This design comes from an exercise in tuning for small area on the open sky130 flow, not from production work.
In this exercise RTL edits were held to simulation tests only and were not proved equivalent to the original.
Power is estimated from default activity; no workload was simulated.

==> xenon: inputs <==
==> flow/design.v <==
module dcache_ao22 (
  input  logic a1, a2, b1, b2,
  output logic y
);
  assign y = (a1 & a2) | (b1 & b2);
endmodule
module dcache_aoi222 (
  input  logic a1, a2, b1, b2, c1, c2,
  output logic y
);
  assign y = !((a1 & a2) | (b1 & b2) | (c1 & c2));
endmodule
module dcache_nor2 (
  input  logic a, b,
  output logic y
);
  assign y = !(a | b);
endmodule
module dcache_nand2 (
  input  logic a, b,
  output logic y
);
  assign y = !(a & b);
endmodule
module dcache_mem_subsystem (
  input  logic       CLK,
  input  logic       RESET,
  input  logic       READ,
  input  logic       WRITE,
  input  logic [7:0] ADDRESS,
  input  logic [7:0] WRITE_DATA,
  output logic [7:0] READ_DATA,
  output logic       BUSYWAIT
);
  logic [7:0]    valid_r, dirty_r;
  logic [2:0]    tag_r [8];
  logic [3:0]    cnt_r;             
  logic [2047:0] mem_r;             
  logic [2047:0] mem_next_s;
  logic [2:0]   tag_s, index_s;
  logic         req_s, hit_s, idle_s, wen_s;
  logic [15:0]  pre_lo_n_s, pre_hi_n_s, wlo_s, whi_s, wlo_n_s, whi_n_s;
  logic [255:0] sel_s, we_s, hold_s;
  logic [7:0]   wd_s;
  logic [85:0]  grp_n_s [8];
  assign tag_s   = ADDRESS[7:5];
  assign index_s = ADDRESS[4:2];
  assign req_s   = READ | WRITE;
  assign idle_s  = (cnt_r == 4'd0);
  assign hit_s   = valid_r[index_s] && (tag_r[index_s] == tag_s);
  assign BUSYWAIT = req_s && !(idle_s && hit_s);
  assign wen_s = WRITE && hit_s && idle_s;
  assign wd_s  = WRITE_DATA & {8{RESET}};
  always_comb begin
    for (int j = 0; j < 16; j++) begin
      pre_lo_n_s[j] = (ADDRESS[3:0] != 4'(j));
      pre_hi_n_s[j] = (ADDRESS[7:4] != 4'(j));
      wlo_s[j]      = (!pre_lo_n_s[j] && wen_s) || !RESET;
      whi_s[j]      = !pre_hi_n_s[j] || !RESET;
      wlo_n_s[j]    = !wlo_s[j];
      whi_n_s[j]    = !whi_s[j];
    end
  end
  for (genvar i = 0; i < 256; i++) begin : g_row
    dcache_nor2 u_sel (
      .a(pre_lo_n_s[i % 16]), .b(pre_hi_n_s[i / 16]), .y(sel_s[i])
    );
    dcache_nor2 u_we (
      .a(wlo_n_s[i % 16]), .b(whi_n_s[i / 16]), .y(we_s[i])
    );
    dcache_nand2 u_hold (
      .a(wlo_s[i % 16]), .b(whi_s[i / 16]), .y(hold_s[i])
    );
    for (genvar b = 0; b < 8; b++) begin : g_bit
      dcache_ao22 u_next (
        .a1(mem_r[8*i + b]), .a2(hold_s[i]), .b1(we_s[i]), .b2(wd_s[b]),
        .y(mem_next_s[8*i + b])
      );
    end
  end
  always_ff @(posedge CLK) begin
    mem_r <= mem_next_s;
  end
  for (genvar b = 0; b < 8; b++) begin : g_rd
    for (genvar g = 0; g < 85; g++) begin : g_leaf
      dcache_aoi222 u_leaf (
        .a1(mem_r[8*(3*g) + b]),     .a2(sel_s[3*g]),
        .b1(mem_r[8*(3*g + 1) + b]), .b2(sel_s[3*g + 1]),
        .c1(mem_r[8*(3*g + 2) + b]), .c2(sel_s[3*g + 2]),
        .y(grp_n_s[b][g])
      );
    end
    assign grp_n_s[b][85] = !(mem_r[8*255 + b] && sel_s[255]);
    assign READ_DATA[b] = !(&grp_n_s[b]);
  end
  always_ff @(posedge CLK) begin
    if (!RESET) begin
      valid_r <= 8'd0;
      dirty_r <= 8'd0;
      cnt_r   <= 4'd0;
    end else if (idle_s) begin
      if (req_s && !hit_s) begin
        cnt_r <= dirty_r[index_s] ? 4'd13 : 4'd7;
      end
      if (wen_s) begin
        dirty_r[index_s] <= 1'b1;
      end
    end else begin
      cnt_r <= cnt_r - 4'd1;
      if (cnt_r == 4'd1) begin
        valid_r[index_s] <= 1'b1;
        dirty_r[index_s] <= 1'b0;
      end
    end
  end
  always_ff @(posedge CLK) begin
    if (RESET && cnt_r == 4'd1) begin
      tag_r[index_s] <= tag_s;
    end
  end
endmodule
==> flow/run.sh <==
#!/bin/bash
# synth_recipe.tcl (not shown) runs the flow's synth.tcl, then flattens the netlist and writes it again
# the make line also repeats each setting of config.mk as NAME=value (left out here)
make -C /OpenROAD-flow-scripts/flow DESIGN_CONFIG=/design/flow/config.mk WORK_HOME=/design/flow/orfs CLKGATE_MAP_FILE= SYNTH_SCRIPT=/design/flow/synth_recipe.tcl finish
==> flow/config.mk <==
export PLATFORM = sky130hd
export DESIGN_NAME = dcache_mem_subsystem
export DESIGN_NICKNAME = dcache_mem_subsystem
export VERILOG_FILES = /design/flow/design.v
export SDC_FILE = /design/flow/constraint.sdc
export NUM_CORES = 4
export LEC_CHECK = 0
export CAP_MARGIN = 20
export CORE_MARGIN = 2
export CORE_UTILIZATION = 60
export CTS_CLUSTER_DIAMETER = 100
export CTS_CLUSTER_SIZE = 30
export SLEW_MARGIN = 20
export SYNTH_HIERARCHICAL = 1
==> flow/constraint.sdc <==
create_clock -name core_clock -period 10.0 [get_ports {CLK}]
set_input_delay 2.0000 -clock core_clock [delete_from_list [all_inputs] [get_ports {CLK}]]
set_output_delay 2.0000 -clock core_clock [all_outputs]
set_load 0.01 [all_outputs]
==> inputs of nickel, as changes to xenon <==
==> flow/design.v, changed modules only <==
module dcache_nand4 (
  input  logic a, b, c, d,
  output logic y
);
  assign y = !(a & b & c & d);
endmodule
module dcache_nand3 (
  input  logic a, b, c,
  output logic y
);
  assign y = !(a & b & c);
endmodule
module dcache_mem_subsystem (
  input  logic       CLK,
  input  logic       RESET,
  input  logic       READ,
  input  logic       WRITE,
  input  logic [7:0] ADDRESS,
  input  logic [7:0] WRITE_DATA,
  output logic [7:0] READ_DATA,
  output logic       BUSYWAIT
);
  logic [7:0]    valid_r, dirty_r;
  logic [2:0]    tag_r [8];
  logic [3:0]    cnt_r;             
  logic [2047:0] mem_r;             
  logic [2047:0] mem_next_s;
  logic [2:0]   tag_s, index_s;
  logic         req_s, hit_s, idle_s, wen_s;
  logic [15:0]  pre_lo_n_s, pre_hi_n_s, wlo_s, whi_s, wlo_n_s, whi_n_s;
  logic [255:0] sel_s, we_s, hold_s;
  logic [7:0]   wd_s;
  logic [85:0]  grp_n_s [8];
  assign tag_s   = ADDRESS[7:5];
  assign index_s = ADDRESS[4:2];
  assign req_s   = READ | WRITE;
  assign idle_s  = (cnt_r == 4'd0);
  assign hit_s   = valid_r[index_s] && (tag_r[index_s] == tag_s);
  assign BUSYWAIT = req_s && !(idle_s && hit_s);
  assign wen_s = WRITE && hit_s && idle_s;
  assign wd_s  = WRITE_DATA & {8{RESET}};
  always_comb begin
    for (int j = 0; j < 16; j++) begin
      pre_lo_n_s[j] = (ADDRESS[3:0] != 4'(j));
      pre_hi_n_s[j] = (ADDRESS[7:4] != 4'(j));
      wlo_s[j]      = (!pre_lo_n_s[j] && wen_s) || !RESET;
      whi_s[j]      = !pre_hi_n_s[j] || !RESET;
      wlo_n_s[j]    = !wlo_s[j];
      whi_n_s[j]    = !whi_s[j];
    end
  end
  for (genvar i = 0; i < 256; i++) begin : g_row
    dcache_nor2 u_sel (
      .a(pre_lo_n_s[i % 16]), .b(pre_hi_n_s[i / 16]), .y(sel_s[i])
    );
    dcache_nor2 u_we (
      .a(wlo_n_s[i % 16]), .b(whi_n_s[i / 16]), .y(we_s[i])
    );
    dcache_nand2 u_hold (
      .a(wlo_s[i % 16]), .b(whi_s[i / 16]), .y(hold_s[i])
    );
    for (genvar b = 0; b < 8; b++) begin : g_bit
      dcache_ao22 u_next (
        .a1(mem_r[8*i + b]), .a2(hold_s[i]), .b1(we_s[i]), .b2(wd_s[b]),
        .y(mem_next_s[8*i + b])
      );
    end
  end
  always_ff @(posedge CLK) begin
    mem_r <= mem_next_s;
  end
  for (genvar b = 0; b < 8; b++) begin : g_rd
    logic [21:0] l1_s;
    logic [10:0] l2_n_s;
    logic [2:0]  l3_s;
    for (genvar g = 0; g < 85; g++) begin : g_leaf
      dcache_aoi222 u_leaf (
        .a1(mem_r[8*(3*g) + b]),     .a2(sel_s[3*g]),
        .b1(mem_r[8*(3*g + 1) + b]), .b2(sel_s[3*g + 1]),
        .c1(mem_r[8*(3*g + 2) + b]), .c2(sel_s[3*g + 2]),
        .y(grp_n_s[b][g])
      );
    end
    dcache_nand2 u_leaf_last (.a(mem_r[8*255 + b]), .b(sel_s[255]), .y(grp_n_s[b][85]));
    for (genvar g = 0; g < 21; g++) begin : g_l1
      dcache_nand4 u_l1 (
        .a(grp_n_s[b][4*g]), .b(grp_n_s[b][4*g + 1]), .c(grp_n_s[b][4*g + 2]),
        .d(grp_n_s[b][4*g + 3]), .y(l1_s[g])
      );
    end
    dcache_nand2 u_l1_last (.a(grp_n_s[b][84]), .b(grp_n_s[b][85]), .y(l1_s[21]));
    for (genvar g = 0; g < 11; g++) begin : g_l2
      dcache_nor2 u_l2 (.a(l1_s[2*g]), .b(l1_s[2*g + 1]), .y(l2_n_s[g]));
    end
    dcache_nand4 u_l3a (.a(l2_n_s[0]), .b(l2_n_s[1]), .c(l2_n_s[2]), .d(l2_n_s[3]), .y(l3_s[0]));
    dcache_nand4 u_l3b (.a(l2_n_s[4]), .b(l2_n_s[5]), .c(l2_n_s[6]), .d(l2_n_s[7]), .y(l3_s[1]));
    dcache_nand3 u_l3c (.a(l2_n_s[8]), .b(l2_n_s[9]), .c(l2_n_s[10]), .y(l3_s[2]));
    assign READ_DATA[b] = l3_s[0] | l3_s[1] | l3_s[2];
  end
  always_ff @(posedge CLK) begin
    if (!RESET) begin
      valid_r <= 8'd0;
      dirty_r <= 8'd0;
      cnt_r   <= 4'd0;
    end else if (idle_s) begin
      if (req_s && !hit_s) begin
        cnt_r <= dirty_r[index_s] ? 4'd13 : 4'd7;
      end
      if (wen_s) begin
        dirty_r[index_s] <= 1'b1;
      end
    end else begin
      cnt_r <= cnt_r - 4'd1;
      if (cnt_r == 4'd1) begin
        valid_r[index_s] <= 1'b1;
        dirty_r[index_s] <= 1'b0;
      end
    end
  end
  always_ff @(posedge CLK) begin
    if (RESET && cnt_r == 4'd1) begin
      tag_r[index_s] <= tag_s;
    end
  end
endmodule
CORE_UTILIZATION = 55   (was 60)
SETUP_SLACK_MARGIN = 0.8   (was not set)
==> qor summary <==
| metric | xenon | nickel |
|---|---|---|
| Wire length of the first global-routing pass | 400,000 um | 402,000 um |
| WHS | 0.475 ns | 0.478 ns |
| Rel. slew slack | 0.137 | 0.194 |
| Leak Pwr | 30.1 nW | 30.2 nW |
| Layer carrying the most global-route usage | met2 | met1 |
| Proportion of power drawn by the clock network | 0.253 | 0.258 |
| Proportion of layout cells with a drive suffix above 1 | 0.0430 | 0.0431 |
| Worst Path Arrival | 8.13 ns | 7.33 ns |
| Overall Power | 0.0159 W | 0.0159 W |
| Sequential cell area fraction in the yosys report | 0.577 | 0.576 |
| Global router's overall resource usage | 0.424 | 0.393 |
| Final clock period utilization by the worst path | 1.01 | 0.933 |
| DP Wirelength | 175,000 um | 178,000 um |
| Peak supply drop | 0.000188 V | 0.000141 V |
| Syn Inst Count | 6,120 | 6,175 |
| Setup ws final | -0.128 ns | 0.675 ns |
| Number of clock buffers in the layout | 84 | 88 |
| Share of the final layout cell area in multi-input gates | 0.393 | 0.394 |
| Result of the run | complete, but fails checks | complete, no violations |
| Violated checks | negative setup slack | - |
| Pin count of the biggest net entering global routing | 143 | 146 |
| Met1 Wirelength | 108,000 um | 114,000 um |
| Switching power share of the total | 0.268 | 0.268 |
| Start point of the worst hold path | valid_r[7] | valid_r[3] |
| Final TNS setup | -0.128 ns | 0 ns |
| Final Cell Area | 78,500 um2 | 78,900 um2 |
| Antenna violations before repair | 11 | 9 |

-- what the ideal ports hide --
The flow's constraints put no driver on any port. The routed layouts listed below were extracted and timed again, unchanged, in two steps. Step 1: set_driving_cell puts a clkbuf_16 on CLK and a buf_2 on each other input, an assumption about the parent block. Step 2 also shifts input and output timing later by t, the mid clock arrival at the registers, as if the neighbouring blocks saw the same clock. Slacks: no drivers / after step 1 / after step 2; pairs: no drivers / after step 1.
run | shift t [ns] | setup slack, ns | worst setup path at the end
xenon | 0.798 | -0.128 / -0.149 / -0.149 | input to output
nickel | 0.814 | 0.675 / 0.652 / 0.652 | input to output
The setup slack of nickel, which loses most, moves by -0.023 ns with the drivers and by -0.023 ns with both steps.
